What follows belongs to an exercise in optimizing a design on an open flow for small area, a short achievable clock period and few clock cycles; a production flow would make more cautious choices.
At most, simulation tests tie the RTL to the original design; equivalence was not proved.
Power and IR drop assume default switching activity.

## exec_core
module exec_core (
	input  logic        clk,
	input  logic        resetn,
	input  logic        in_valid,
	input  logic [4:0]  in_op,
	input  logic [31:0] in_src1,
	input  logic [31:0] in_src2,
	input  logic [15:0] in_imm,
	input  logic [1:0]  in_src2_sel,
	input  logic        in_sa_sel,
	input  logic [4:0]  in_shamt,
	input  logic [4:0]  in_waddr,
	input  logic        out_allowin,
	output logic        in_allowin,
	output logic        out_valid,
	output logic        out_wen,
	output logic [4:0]  out_waddr,
	output logic [31:0] out_wdata
);
==> flow/config.mk <==
export PLATFORM = sky130hd
export DESIGN_NAME = exec_core
export DESIGN_NICKNAME = exec_core
export VERILOG_FILES = /design/flow/design.v
export SDC_FILE = /design/flow/constraint.sdc
export NUM_CORES = 4
export LEC_CHECK = 0
export CAP_MARGIN = 20
export CORE_MARGIN = 2
export CORE_UTILIZATION = 60
export PLACE_DENSITY = 0.75
export SETUP_SLACK_MARGIN = 2.0
export SLEW_MARGIN = 20
==> flow/constraint.sdc <==
create_clock -name core_clock -period 6.0 [get_ports {clk}]
set_input_delay 1.2000 -clock core_clock [delete_from_list [all_inputs] [get_ports {clk}]]
set_output_delay 1.2000 -clock core_clock [all_outputs]
set_load 0.01 [all_outputs]
standard.sh (not shown) runs the stock make flow with config.mk's settings and CLKGATE_MAP_FILE= SYNTH_SCRIPT=/design/flow/synth_recipe.tcl, a recipe that flattens the netlist after the stock synthesis.
==> flow/flow/run.sh <==
#!/bin/bash
set -euo pipefail
export BUFFER_PORTS_ARGS="-buffer_cell sky130_fd_sc_hd__buf_2"
bash standard.sh > standard_flow.log 2>&1
The starting point went through all stages and came out clean.
Testbench counts at the start, summed over its fixed seeds: cycles 19,338.
Change:
SETUP_SLACK_MARGIN = 2.3   (was 2.0)
The changed run completed without violations.
Power goes down by 0.32%.
Clock power drops by about 5%.
Hold slack barely changes.
Critical path depth grows by 8.
Non-clock buffer count grows by 36.
Via count stays flat.
Synthesized area does not change.

Another version of the RTL of exec_core (not shown whole).
Size: about 2,400 cells after synthesis, ~240 flip-flops, ~140 I/O pins, ~20,000 µm² of cells after synthesis.
==> flow/config.mk <==
export PLATFORM = sky130hd
export DESIGN_NAME = exec_core
export DESIGN_NICKNAME = exec_core
export VERILOG_FILES = /design/flow/design.v
export SDC_FILE = /design/flow/constraint.sdc
export NUM_CORES = 4
export LEC_CHECK = 0
export CAP_MARGIN = 20
export CORE_MARGIN = 2
export CORE_UTILIZATION = 60
export PLACE_DENSITY = 0.75
export SETUP_SLACK_MARGIN = 2.0
export SLEW_MARGIN = 20
==> flow/constraint.sdc <==
create_clock -name core_clock -period 6.0 [get_ports {clk}]
set_input_delay 1.2000 -clock core_clock [delete_from_list [all_inputs] [get_ports {clk}]]
set_output_delay 1.2000 -clock core_clock [all_outputs]
set_load 0.01 [all_outputs]
Scripts as last shown in full above: flow/flow/run.sh
The baseline completed with no timing, DRC or antenna violations.
Testbench counts at the start, summed over its fixed seeds: cycles 19,338.
Rerun with:
SETUP_SLACK_MARGIN = 2.3   (was 2.0)
Total power fell by 2.9%.
Critical path depth is higher by 3.
Die area is unchanged.
Register-to-register slack improved by 290 ps.
Count of clock-buffer cells in the layout rose by 2.

== the reference run ==
Another version of the RTL of exec_core (not shown whole).
For scale: ~240 flip-flops, ~140 I/O pins, about 0.020 mm2 of cells after synthesis.
export LEC_CHECK = 0
export CAP_MARGIN = 20
export CORE_MARGIN = 2
export CORE_UTILIZATION = 60
export PLACE_DENSITY = 0.75
export SETUP_SLACK_MARGIN = 2.0
export SLEW_MARGIN = 20
create_clock -name core_clock -period 6.0 [get_ports {clk}]
Scripts as last shown in full above: flow/flow/run.sh
Testbench counts of the reference run, summed over its fixed seeds: cycles 19,400.
The inputs of the trial run differ from those of the reference run as listed below.
==> flow/run.sh (new file) <==
#!/bin/bash
# synth_recipe.tcl (not shown) runs the flow's synth.tcl, then flattens the netlist and writes it again
# the make line also repeats each setting of config.mk as NAME=value (left out here)
make -C /OpenROAD-flow-scripts/flow DESIGN_CONFIG=/design/flow/config.mk WORK_HOME=/design/flow/orfs CLKGATE_MAP_FILE= SYNTH_SCRIPT=/design/flow/synth_recipe.tcl finish
removed: flow/flow/run.sh
removed: flow/standard.sh
Results
- Compared with the reference run, the trial run shows a iteration count of the initial detailed-routing pass that is 2 lower.
- The trial run | stages: all done | timing, DRC, antenna: all pass
- Looking at register-to-register slack across both flows, the trial run is the stronger of the two, with the reference run trailing.
- For the via count, the trial run came in 117 lower than the reference run did.
- The trial run vs the reference run: clock power up by a few percent
- Going from the reference run to the trial run, time the final worst path needs with I/O delays and setup -31 ps; non-clock buffer count -4.7%; core utilization +1.7 points; total design power +1.6%.

## rev 12
Another version of the RTL of exec_core (not shown whole).
Size: ~2400 cells after synthesis, roughly 150 flip-flops, roughly 140 I/O pins, roughly 0.018 mm² of cells after synthesis.
export LEC_CHECK = 0
export CAP_MARGIN = 20
export CORE_MARGIN = 2
export CORE_UTILIZATION = 40
export PLACE_DENSITY = 0.6
export SLEW_MARGIN = 20
create_clock -name core_clock -period 6.0 [get_ports {clk}]
run.sh (not shown) runs the stock make flow with config.mk's settings and CLKGATE_MAP_FILE= SYNTH_SCRIPT=/design/flow/synth_recipe.tcl, a recipe that flattens the netlist after the stock synthesis.
Stock flow here: none of the scripts above is used.
diff inputs: rev 12 => rev 13
- ABC_AREA now 1, previously not set
The run showing the greater part of the cycle the worst path needs is rev 12. Side by side, combinational fraction of design power turned out higher in rev 13 than in rev 12. Clock skew: rev 13 lower than rev 12. Delta (rev 13 minus rev 12): data arrival at the endpoint of the critical path decreased by 110 ps relative to the old numbers, register fraction of the total cell area now sits higher, via count down 1502.
Function was not checked in any run of this note: the RTL went through the layout flow alone.

-- static timing again, ports no longer ideal --
The flow's constraints put no driver on any port. The routed layouts listed below were extracted and timed again, unchanged, in two steps. Step 1 sets driving cells, clkbuf_16 on the clock port and buf_2 on the other inputs (assumed; they add their load-dependent delay and slew). Step 2, shift: input delay + t, output delay - t, t = (earliest + latest rising clock arrival at the registers) / 2. This alone moves slack from input paths to output paths. Slacks: ideal / step 1 / step 2; pairs: ideal / step 1.
| run | t (ns) | setup WS [ns] | hold slack, ns | worst setup path at the end | worst data-port slew with drivers (ns) |
|---|---|---|---|---|---|
| the first run of note 1 | 0.613 | 1.912 / 1.912 / 1.912 | 0.420 / 0.420 / 0.420 | register to register | 0.04 |
| the second run of note 1 | 0.629 | 2.081 / 2.081 / 2.075 | 0.418 / 0.418 / 0.418 | input to register | 0.04 |
| the first run of note 2 | 0.612 | 1.909 / 1.909 / 1.909 | 0.424 / 0.424 / 0.424 | register to register | 0.06 |
| the second run of note 2 | 0.601 | 2.200 / 2.200 / 1.871 | 0.423 / 0.423 / 0.423 | input to register | 0.06 |
| the reference run | 0.627 | 1.875 / 1.875 / 1.875 | 0.420 / 0.420 / 0.420 | register to register | 0.04 |
| the trial run | 0.641 | 1.906 / 1.906 / 1.470 | 0.433 / 0.433 / 0.433 | input to register | 0.06 |
| rev 12 | 0.565 | 0.392 / 0.417 / -0.148 | 0.511 / 0.511 / 0.511 | input to register | 0.06 |
| rev 13 | 0.526 | 0.439 / 0.468 / -0.058 | 0.471 / 0.471 / 0.471 | input to register | 0.06 |
With both steps, setup timing fails in rev 12 and rev 13, where it was met with ideal ports. For rev 12, which loses most, drivers alone change the setup slack by +0.025 ns; drivers and shift together by -0.540 ns.
